This design comes from an exercise in tuning for small area, a short achievable clock period and few clock cycles per item on the open sky130 flow, not from production work.
Power is estimated from default activity; no workload was simulated.

== build 46 ==
Design unsigned_decimal_to_ascii, start of the top module:
module unsigned_decimal_to_ascii #(
    parameter int VALUE_WIDTH = udta_pkg::VALUE_WIDTH_DEF,
    parameter int MAX_DIGITS  = udta_pkg::MAX_DIGITS_DEF
) (
    input  logic                          clk,
    input  logic                          rst_n,
    input  logic                          value_valid,
    output logic                          value_stall,
    input  logic [VALUE_WIDTH-1:0]        value,
    output logic                          digit_valid,
    input  logic                          digit_stall,
    output logic [udta_pkg::CHAR_W-1:0]   digit_char,
    output logic                          last_digit
);
    localparam int W = udta_pkg::CONV_W;
    localparam int N = udta_pkg::NIBBLES;
    logic          r_valid;
    logic          r_single;
    logic          r_last;
    logic [W-2:0]  r_keep;
    logic [W-1:0]  r_q;
    logic [N-1:0]  e_q;
    logic [W-1:0]  r_step;
    logic [W-1:0]  r_load;
    logic [N-1:0]  e_load;
    logic [N-1:0]  zabove;
    logic          r_finish;
    logic          em_ready;
    logic          handoff;
    logic          take;
    logic          r_free;
    logic          r_free_q;
    logic          stall_q;
    logic          r_free_d;
    logic          r_valid_d;
    logic          r_last_d;
    logic          em_ready_next;
    always_comb
    begin
        r_load = W'(value);
        for (int q = 0; q < N; q++)
        begin
            zabove[q] = (q == N - 1) ? 1'b1 : (value >> (4 * q + 4)) == '0;
            if (zabove[q] && value[4*q+3] && (value[4*q+2] || value[4*q+1]))
            begin
                r_load[4*q +: 4] = {1'b0, value[4*q+2] & value[4*q+1],
  ...
==> flow/config.mk <==
export PLATFORM = sky130hd
export DESIGN_NAME = unsigned_decimal_to_ascii
export DESIGN_NICKNAME = unsigned_decimal_to_ascii
export VERILOG_FILES = /design/flow/design.v
export SDC_FILE = /design/flow/constraint.sdc
export NUM_CORES = 4
export LEC_CHECK = 0
export ABC_AREA = 1
export CAP_MARGIN = 20
export CORE_MARGIN = 2
export CORE_UTILIZATION = 40
export CTS_BUF_LIST = sky130_fd_sc_hd__clkbuf_4 sky130_fd_sc_hd__clkbuf_8
export SETUP_SLACK_MARGIN = 3.0
export SLEW_MARGIN = 20
export SYNTH_HIERARCHICAL = 1
==> flow/constraint.sdc <==
create_clock -name core_clock -period 5.5 [get_ports {clk}]
set_input_delay 1.1000 -clock core_clock [delete_from_list [all_inputs] [get_ports {clk}]]
set_output_delay 1.1000 -clock core_clock [all_outputs]
set_load 0.01 [all_outputs]
standard.sh (not shown) runs the stock make flow with config.mk's settings and CLKGATE_MAP_FILE= SYNTH_SCRIPT=/design/flow/synth_recipe.tcl, a recipe that flattens the netlist after the stock synthesis.
==> flow/flow/run.sh <==
#!/bin/bash
# layout flow: the standard synthesis, then the combinational cells of its
# netlist mapped again for area (the flip-flops are kept as they are, same
# names and cell types), then the standard layout from that netlist.
# Each tool's full output goes to a log file of its own in this folder.
set -euo pipefail
R=orfs/results/$FLOW_PLATFORM/unsigned_decimal_to_ascii/base
bash standard.sh synth > log_1_standard_synth.txt 2>&1
cp "$R/1_2_yosys.v" standard_1_2_yosys.v
bash flow/remap.sh standard_1_2_yosys.v remapped.v "$FLOW_TOP" > log_2_remap.txt 2>&1
cp remapped.v "$R/1_2_yosys.v"
bash standard.sh finish > log_3_standard_layout.txt 2>&1
==> flow/flow/remap.sh <==
#!/bin/bash
# remap.sh IN.v OUT.v TOP: map the combinational part of a mapped sky130hd
# netlist again, for area. Sequential cells stay black boxes, so every
# flip-flop keeps its instance name, cell type and connections.
set -euo pipefail
IN=$1; OUT=$2; TOP=$3
P=$FLOW_HOME/platforms/sky130hd
LIB=$P/lib/sky130_fd_sc_hd__tt_025C_1v80.lib
SEQ=$(grep -oE "sky130_fd_sc_hd__(e?df|sdf|sedf|dl|dfb)[a-z0-9_]*" "$IN" | sort -u | tr '\n' ' ')
DU=$(grep -oE "sky130_fd_sc_hd__(probe|lpflow)[a-z0-9_]*" "$P/config.mk" | sort -u | sed 's/^/-dont_use /' | tr '\n' ' ')
cat > remap.ys <<EOT
read_liberty -ignore_miss_func -ignore_miss_dir $LIB
blackbox $SEQ
read_verilog $IN
hierarchy -top $TOP
flatten
hierarchy -top $TOP
opt_clean -purge
abc -liberty $LIB $DU -script +strash;dch,-f;map,-a;mfs2;map,-a
opt_clean -purge
setundef -zero
splitnets
opt_clean -purge
hilomap -singleton -hicell sky130_fd_sc_hd__conb_1 HI -locell sky130_fd_sc_hd__conb_1 LO
insbuf -buf sky130_fd_sc_hd__buf_4 A X
stat -liberty $LIB
write_verilog -noattr -nohex -nodec $OUT
EOT
yosys -s remap.ys
Build 46: no failed stages, no open violations at the end
What build 25 does differently from build 46 at the input level:
# build 46
export LEC_CHECK = 0
export ABC_AREA = 1
export CAP_MARGIN = 20
export CORE_MARGIN = 2
export CORE_UTILIZATION = 40
export CTS_BUF_LIST = sky130_fd_sc_hd__clkbuf_4 sky130_fd_sc_hd__clkbuf_8
export SETUP_SLACK_MARGIN = 3.0
export SLEW_MARGIN = 20
export SYNTH_HIERARCHICAL = 1
create_clock -name core_clock -period 5.5 [get_ports {clk}]
# build 25
export LEC_CHECK = 0
export ABC_AREA = 1
export CAP_MARGIN = 20
export CORE_MARGIN = 2
export CORE_UTILIZATION = 40
export CTS_BUF_LIST = sky130_fd_sc_hd__clkbuf_4 sky130_fd_sc_hd__clkbuf_8
export SETUP_SLACK_MARGIN = 3.2
export SLEW_MARGIN = 20
export TNS_END_PERCENT = 0
create_clock -name core_clock -period 5.5 [get_ports {clk}]
==> flow/run.sh (new file) <==
#!/bin/bash
# synth_recipe.tcl (not shown) runs the flow's synth.tcl, then flattens the netlist and writes it again
# the make line also repeats each setting of config.mk as NAME=value (left out here)
make -C /OpenROAD-flow-scripts/flow DESIGN_CONFIG=/design/flow/config.mk WORK_HOME=/design/flow/orfs CLKGATE_MAP_FILE= SYNTH_SCRIPT=/design/flow/synth_recipe.tcl finish
removed: flow/flow/run.sh
removed: flow/flow/remap.sh
removed: flow/standard.sh
## What came out
- Re number of primary I/O pins: no difference whatsoever between build 46 and build 25.
- Achievable clock frequency delta for build 25 relative to build 46: 21% higher
- Diff build 46 -> build 25 | global-route track usage on met2 | decrease of 8.3 points
Input-level comparison between build 94 and build 25:
# build 25
export LEC_CHECK = 0
export ABC_AREA = 1
export CAP_MARGIN = 20
export CORE_MARGIN = 2
export CORE_UTILIZATION = 40
export CTS_BUF_LIST = sky130_fd_sc_hd__clkbuf_4 sky130_fd_sc_hd__clkbuf_8
export SETUP_SLACK_MARGIN = 3.2
export SLEW_MARGIN = 20
export TNS_END_PERCENT = 0
create_clock -name core_clock -period 5.5 [get_ports {clk}]
# build 94
export LEC_CHECK = 0
export ABC_AREA = 1
export CAP_MARGIN = 20
export CORE_MARGIN = 2
export CORE_UTILIZATION = 40
export CTS_BUF_LIST = sky130_fd_sc_hd__clkbuf_4 sky130_fd_sc_hd__clkbuf_8
export SETUP_SLACK_MARGIN = 3.4
export SLEW_MARGIN = 20
export TNS_END_PERCENT = 0
create_clock -name core_clock -period 5.5 [get_ports {clk}]
==> results.txt <==
Between build 94 and build 25, synthesis-to-layout area growth is lower for build 25, build 94 comes in above that.
Worst-path maximum fanout ended up 5 higher on build 94 than on build 25.
Diff build 25 -> build 94: total sequential power saw little to no change; overall routing resource usage rose by 0.27 points.
Input changes introduced in build 63 (baseline for comparison: build 94):
# build 94
export LEC_CHECK = 0
export ABC_AREA = 1
export CAP_MARGIN = 20
export CORE_MARGIN = 2
export CORE_UTILIZATION = 40
export CTS_BUF_LIST = sky130_fd_sc_hd__clkbuf_4 sky130_fd_sc_hd__clkbuf_8
export SETUP_SLACK_MARGIN = 3.4
export SLEW_MARGIN = 20
export TNS_END_PERCENT = 0
create_clock -name core_clock -period 5.5 [get_ports {clk}]
# build 63
export LEC_CHECK = 0
export ABC_AREA = 1
export CAP_MARGIN = 20
export CORE_MARGIN = 2
export CORE_UTILIZATION = 40
export CTS_BUF_LIST = sky130_fd_sc_hd__clkbuf_4 sky130_fd_sc_hd__clkbuf_8
export SETUP_SLACK_MARGIN = 3.0
export SLEW_MARGIN = 20
create_clock -name core_clock -period 5.5 [get_ports {clk}]
--- outcome ---
- Relative to build 94, global routing usage on met3 decreased by 0.31 points in build 63.
- Synthesis-to-finish area growth, build 63 and build 94: larger value in build 94
- Build 63 ends up with a combined buffer and inverter count along the critical path that is 1 higher than in build 94.
- Post-route cell area: build 63 lower than build 94
- | final critical path time including I/O delays and setup | higher: build 63 |
No functional check of the RTL was part of any run of this note.

[what the ideal ports hide]
The flow's constraints put no driver on any port. The routed layouts listed below were extracted and timed again, unchanged, in two steps.
Step 1, drivers: a clkbuf_16 drives clk and a buf_2 each remaining input, both assumed.
Step 2, shift: input delay + t, output delay - t, t = (earliest + latest rising clock arrival at the registers) / 2. This alone moves slack from input paths to output paths.
a / b / c = no drivers / after step 1 / after step 2; a / b = the first two.
run | shift t [ns] | slack for setup (ns) | hold WS [ns] | slew at the worst register clock pin (ns) | cell pins on the clock port's net
build 46 | 0.473 | 2.600 / 2.600 / 2.463 | 0.442 / 0.442 / 0.442 | 0.07 / 0.07 | 1
build 25 | 0.479 | 3.100 / 3.060 / 2.658 | 0.463 / 0.463 / 0.463 | 0.08 / 0.08 | 1
build 94 | 0.478 | 3.253 / 3.253 / 2.819 | 0.462 / 0.462 / 0.462 | 0.08 / 0.08 | 1
build 63 | 0.488 | 3.080 / 3.039 / 2.661 | 0.465 / 0.465 / 0.465 | 0.08 / 0.08 | 1
After both steps every run listed still meets setup and hold. For build 25, which loses most, drivers alone change the setup slack by -0.040 ns; drivers and shift together by -0.442 ns.
